This design comes from an exercise in tuning for a short achievable clock period and few clock cycles on the open sky130 flow, not from production work.

== v16 ==
==> flow/design.v <==
`timescale 1ns/10ps
`default_nettype none
module axi_mem (
  input  wire        aclk,
  input  wire        arstn,
  input  wire [3:0]  arid,
  input  wire [31:0] araddr,
  input  wire [3:0]  arlen,
  input  wire [2:0]  arsize,
  input  wire        arvalid,
  output wire        arready,
  input  wire [3:0]  awid,
  input  wire [31:0] awaddr,
  input  wire [3:0]  awlen,
  input  wire [2:0]  awsize,
  input  wire        awvalid,
  output wire        awready,
  input  wire [31:0] wdata,
  input  wire [3:0]  wstrb,
  input  wire        wlast,
  input  wire        wvalid,
  output wire        wready,
  output wire [3:0]  rid,
  output wire [31:0] rdata,
  output wire [1:0]  rresp,
  output wire        rlast,
  output wire        rvalid,
  input  wire        rready,
  output wire [3:0]  bid,
  output wire [1:0]  bresp,
  output wire        bvalid,
  input  wire        bready
);
  reg [1023:0] mem;
  reg [127:0]  s2_we;     
  reg [31:0]   s2_data;
  integer      i;
  always @(posedge aclk) begin
    for (i = 0; i < 128; i = i + 1)
      if (s2_we[i]) mem[8*i +: 8] <= s2_data[8*(i%4) +: 8];
  end
  reg        r_idle;      
  reg        r_start;     
  reg        rvalid_q;
  reg [6:0]  ra;          
  reg [24:0] rhi;         
  reg        rhz, rho;    
  reg [2:0]  rsz;
  reg [3:0]  rcnt;        
  reg [3:0]  rid_q;
  reg [31:0] rdata_q;
  reg        rerr_q, rlast_q;
  wire       r_end  = rvalid_q & rready & rlast_q;
  wire       r_ld   = r_start | (rvalid_q & rready & ~rlast_q);
  wire       r_hz   = r_start ? ~|rhi : rhz;
  wire       r_ho   = r_start ?  &rhi : rho;
  wire [7:0] r_step = (rsz == 3'd0) ? 8'd1 : (rsz == 3'd1) ? 8'd2 : 8'd4;
  wire [7:0] r_nxt  = {1'b0, ra} + r_step;
  wire       r_low  = (rsz == 3'd1) ? (ra == 7'd127) :
                      (rsz == 3'd2) ? ((ra[6:2] == 5'd31) && (ra[1:0] != 2'd0)) : 1'b0;
  wire       r_err  = (rsz > 3'd2) | ~r_hz | r_low;
  wire [31:0] r_word = mem[{ra[6:2], 5'd0} +: 32];
  always @(posedge aclk or negedge arstn) begin
    if (!arstn) begin
      r_idle   <= 1'b1;
      r_start  <= 1'b0;
      rvalid_q <= 1'b0;
    end else begin
      r_start  <= r_idle & arvalid;
      r_idle   <= r_idle ? ~arvalid : r_end;
      rvalid_q <= r_start | (rvalid_q & ~r_end);
    end
  end
  always @(posedge aclk) begin
    if (r_idle) begin
      ra   <= araddr[6:0];
      rhi  <= araddr[31:7];
      rsz  <= arsize;
      rcnt <= arlen;
    end else if (r_ld) begin
      ra   <= r_nxt[6:0];
      rhz  <= r_nxt[7] ? r_ho : r_hz;
      rho  <= r_nxt[7] ? 1'b0 : r_ho;
      rcnt <= rcnt - 4'd1;
    end
  end
  always @(posedge aclk) begin
    if (r_idle) rid_q <= arid;
  end
  always @(posedge aclk) begin
    if (r_ld) begin
      rdata_q <= r_err ? 32'd0 : r_word;
      rerr_q  <= r_err;
      rlast_q <= (rcnt == 4'd0);
    end
  end
  assign arready = r_idle;
  assign rvalid  = rvalid_q;
  assign rid     = rid_q;
  assign rdata   = rdata_q;
  assign rresp   = {rerr_q, 1'b0};
  assign rlast   = rlast_q;
  reg        w_idle;      
  reg        w_first;     
  reg        w0_acc;      
  reg        wready_q;
  reg        bvalid_q;
  reg        bresp_q;
  reg [3:0]  bid_q;
  reg        s1_v;        
  reg [31:0] s1_data;
  reg [3:0]  s1_strb;
  reg        s1_last;
  reg [6:0]  pa;          
  reg [24:0] whi;
  reg        whz, who;
  reg [2:0]  wsz;
  reg [3:0]  wrem;        
  reg        sticky;      
  wire       w_hs   = wvalid & wready_q;
  wire       b_end  = bvalid_q & bready;
  wire       w_hz   = w_first ? ~|whi : whz;
  wire       w_ho   = w_first ?  &whi : who;
  wire [7:0] w_step = (wsz == 3'd0) ? 8'd1 : (wsz == 3'd1) ? 8'd2 : 8'd4;
  wire [7:0] p1     = {1'b0, pa} + w_step;
  wire       w_hz1  = p1[7] ? w_ho : w_hz;
  wire       w_szb  = wsz > 3'd2;
  wire       low0   = (wsz == 3'd1) ? (pa == 7'd127) :
                      (wsz == 3'd2) ? ((pa[6:2] == 5'd31) && (pa[1:0] != 2'd0)) : 1'b0;
  wire       low1   = (wsz == 3'd1) ? (p1[6:0] == 7'd127) :
                      (wsz == 3'd2) ? ((p1[6:2] == 5'd31) && (p1[1:0] != 2'd0)) : 1'b0;
  wire       err0   = w_szb | ~w_hz  | low0;    
  wire       err1   = w_szb | ~w_hz1 | low1;    
  wire       s1_bad = err0 | (s1_last != (wrem == 4'd0));
  wire       acc_last = s1_v ? (wrem == 4'd1) : (wrem == 4'd0);
  wire       acc_bad  = (s1_v ? err1 : err0) | (wlast != acc_last);
  wire       sticky_now = (~w_first & sticky) | (s1_v & s1_bad);
  wire       b_set_acc  = w_hs & ~w_idle & acc_last;
  wire       b_set_0    = w0_acc & (wrem == 4'd0);
  wire       b_next     = b_set_acc | b_set_0 | (bvalid_q & ~bready);
  always @(posedge aclk or negedge arstn) begin
    if (!arstn) begin
      w_idle   <= 1'b1;
      w_first  <= 1'b0;
      w0_acc   <= 1'b0;
      s1_v     <= 1'b0;
      bvalid_q <= 1'b0;
      wready_q <= 1'b1;
    end else begin
      w_idle   <= w_idle ? ~awvalid : b_end;
      w_first  <= w_idle & awvalid;
      w0_acc   <= w_idle & awvalid & w_hs;
      s1_v     <= w_hs;
      bvalid_q <= b_next;
      wready_q <= ~b_next;
    end
  end
  always @(posedge aclk) begin
    s1_data <= wdata;
    s1_strb <= wstrb;
    s1_last <= wlast;
  end
  always @(posedge aclk) begin
    if (w_idle) begin
      pa   <= awaddr[6:0];
      whi  <= awaddr[31:7];
      wsz  <= awsize;
      wrem <= awlen;
    end else begin
      if (s1_v) begin
        pa   <= p1[6:0];
        wrem <= wrem - 4'd1;
      end
      whz    <= s1_v ? w_hz1 : w_hz;
      who    <= s1_v ? (~p1[7] & w_ho) : w_ho;
      sticky <= sticky_now;
      if (b_set_acc)    bresp_q <= sticky_now | acc_bad;
      else if (b_set_0) bresp_q <= s1_bad;
    end
  end
  always @(posedge aclk) begin
    if (w_idle) bid_q <= awid;
  end
  wire [3:0] w_szm  = (wsz == 3'd0) ? 4'b0001 : (wsz == 3'd1) ? 4'b0011 : 4'b1111;
  wire [3:0] w_lane = w_szm << pa[1:0];
  wire [3:0] w_en   = w_lane & s1_strb & {4{s1_v & ~err0}};
  integer    w, b;
  always @(posedge aclk) begin
    s2_data <= s1_data;
    for (w = 0; w < 32; w = w + 1)
      for (b = 0; b < 4; b = b + 1)
        s2_we[4*w+b] <= w_en[b] & (pa[6:2] == w);
  end
  assign awready = w_idle;
  assign wready  = wready_q;
  assign bvalid  = bvalid_q;
  assign bid     = bid_q;
  assign bresp   = {bresp_q, 1'b0};
endmodule
`default_nettype wire
export LEC_CHECK = 0
export CAP_MARGIN = 20
export CORE_MARGIN = 2
export CORE_UTILIZATION = 40
export SLEW_MARGIN = 20
create_clock -name core_clock -period 6.0 [get_ports {aclk}]
run.sh (not shown) runs the stock make flow with config.mk's settings and CLKGATE_MAP_FILE= SYNTH_SCRIPT=/design/flow/synth_recipe.tcl, a recipe that flattens the netlist after the stock synthesis.
Relative to v16, the following input files were edited for v20:
-- flow/config.mk --
<<< v16, line 9
export CORE_MARGIN = 2
export CORE_UTILIZATION = 40
export SLEW_MARGIN = 20
>>> v20, line 9
export CORE_MARGIN = 2
export CORE_UTILIZATION = 40
export SETUP_SLACK_MARGIN = 4.0
export SLEW_MARGIN = 20
export TNS_END_PERCENT = 100
[summary]
- Looking at topmost layer with routed signal wires, the met4 result is from v20; the met5 one comes from v16.
- Diff v16 and v20: delay of the slowest cell on the worst path lower in v20
- [compare] base=v16 new=v20: final design utilization has increased; maximum number of pins on one net before global-route repair fell by about 35%; area growth from synthesis to layout +10 points; number of tap cells added at floorplan shows no meaningful change; post-layout worst setup margin increased by 1.16 ns relative to the old numbers.
- For v16, the start point of the critical path was w_idle, unlike v20, where it was rdata_q[12].
- Compared to v16, the routing of v20 uses more wire.
Function was not checked in any run of this note: the RTL went through the layout flow alone.

static timing again, ports no longer ideal:
How much do the figures lean on ideal ports? The routed layouts below were timed once more, with nothing changed but the port constraints.
Step 1 (the two cells are an assumption about what drives the block):
set clk [get_ports {aclk}]
set_driving_cell -lib_cell sky130_fd_sc_hd__clkbuf_16 $clk
set_driving_cell -lib_cell sky130_fd_sc_hd__buf_2 [delete_from_list [all_inputs] $clk]
Step 2, shift: input delay + t, output delay - t, t = (earliest + latest rising clock arrival at the registers) / 2. This alone moves slack from input paths to output paths.
Slacks: ideal / step 1 / step 2; pairs: ideal / step 1.
| run | t (ns) | setup WS [ns] | worst setup path at the end |
|---|---|---|---|
| v16 | 0.801 | 2.159 / 2.087 / 2.760 | register to register |
| v20 | 0.820 | 3.321 / 3.243 / 3.048 | input to register |
After both steps every run listed still meets setup and hold. The setup slack of v20, which loses most, moves by -0.078 ns with the drivers and by -0.273 ns with both steps.
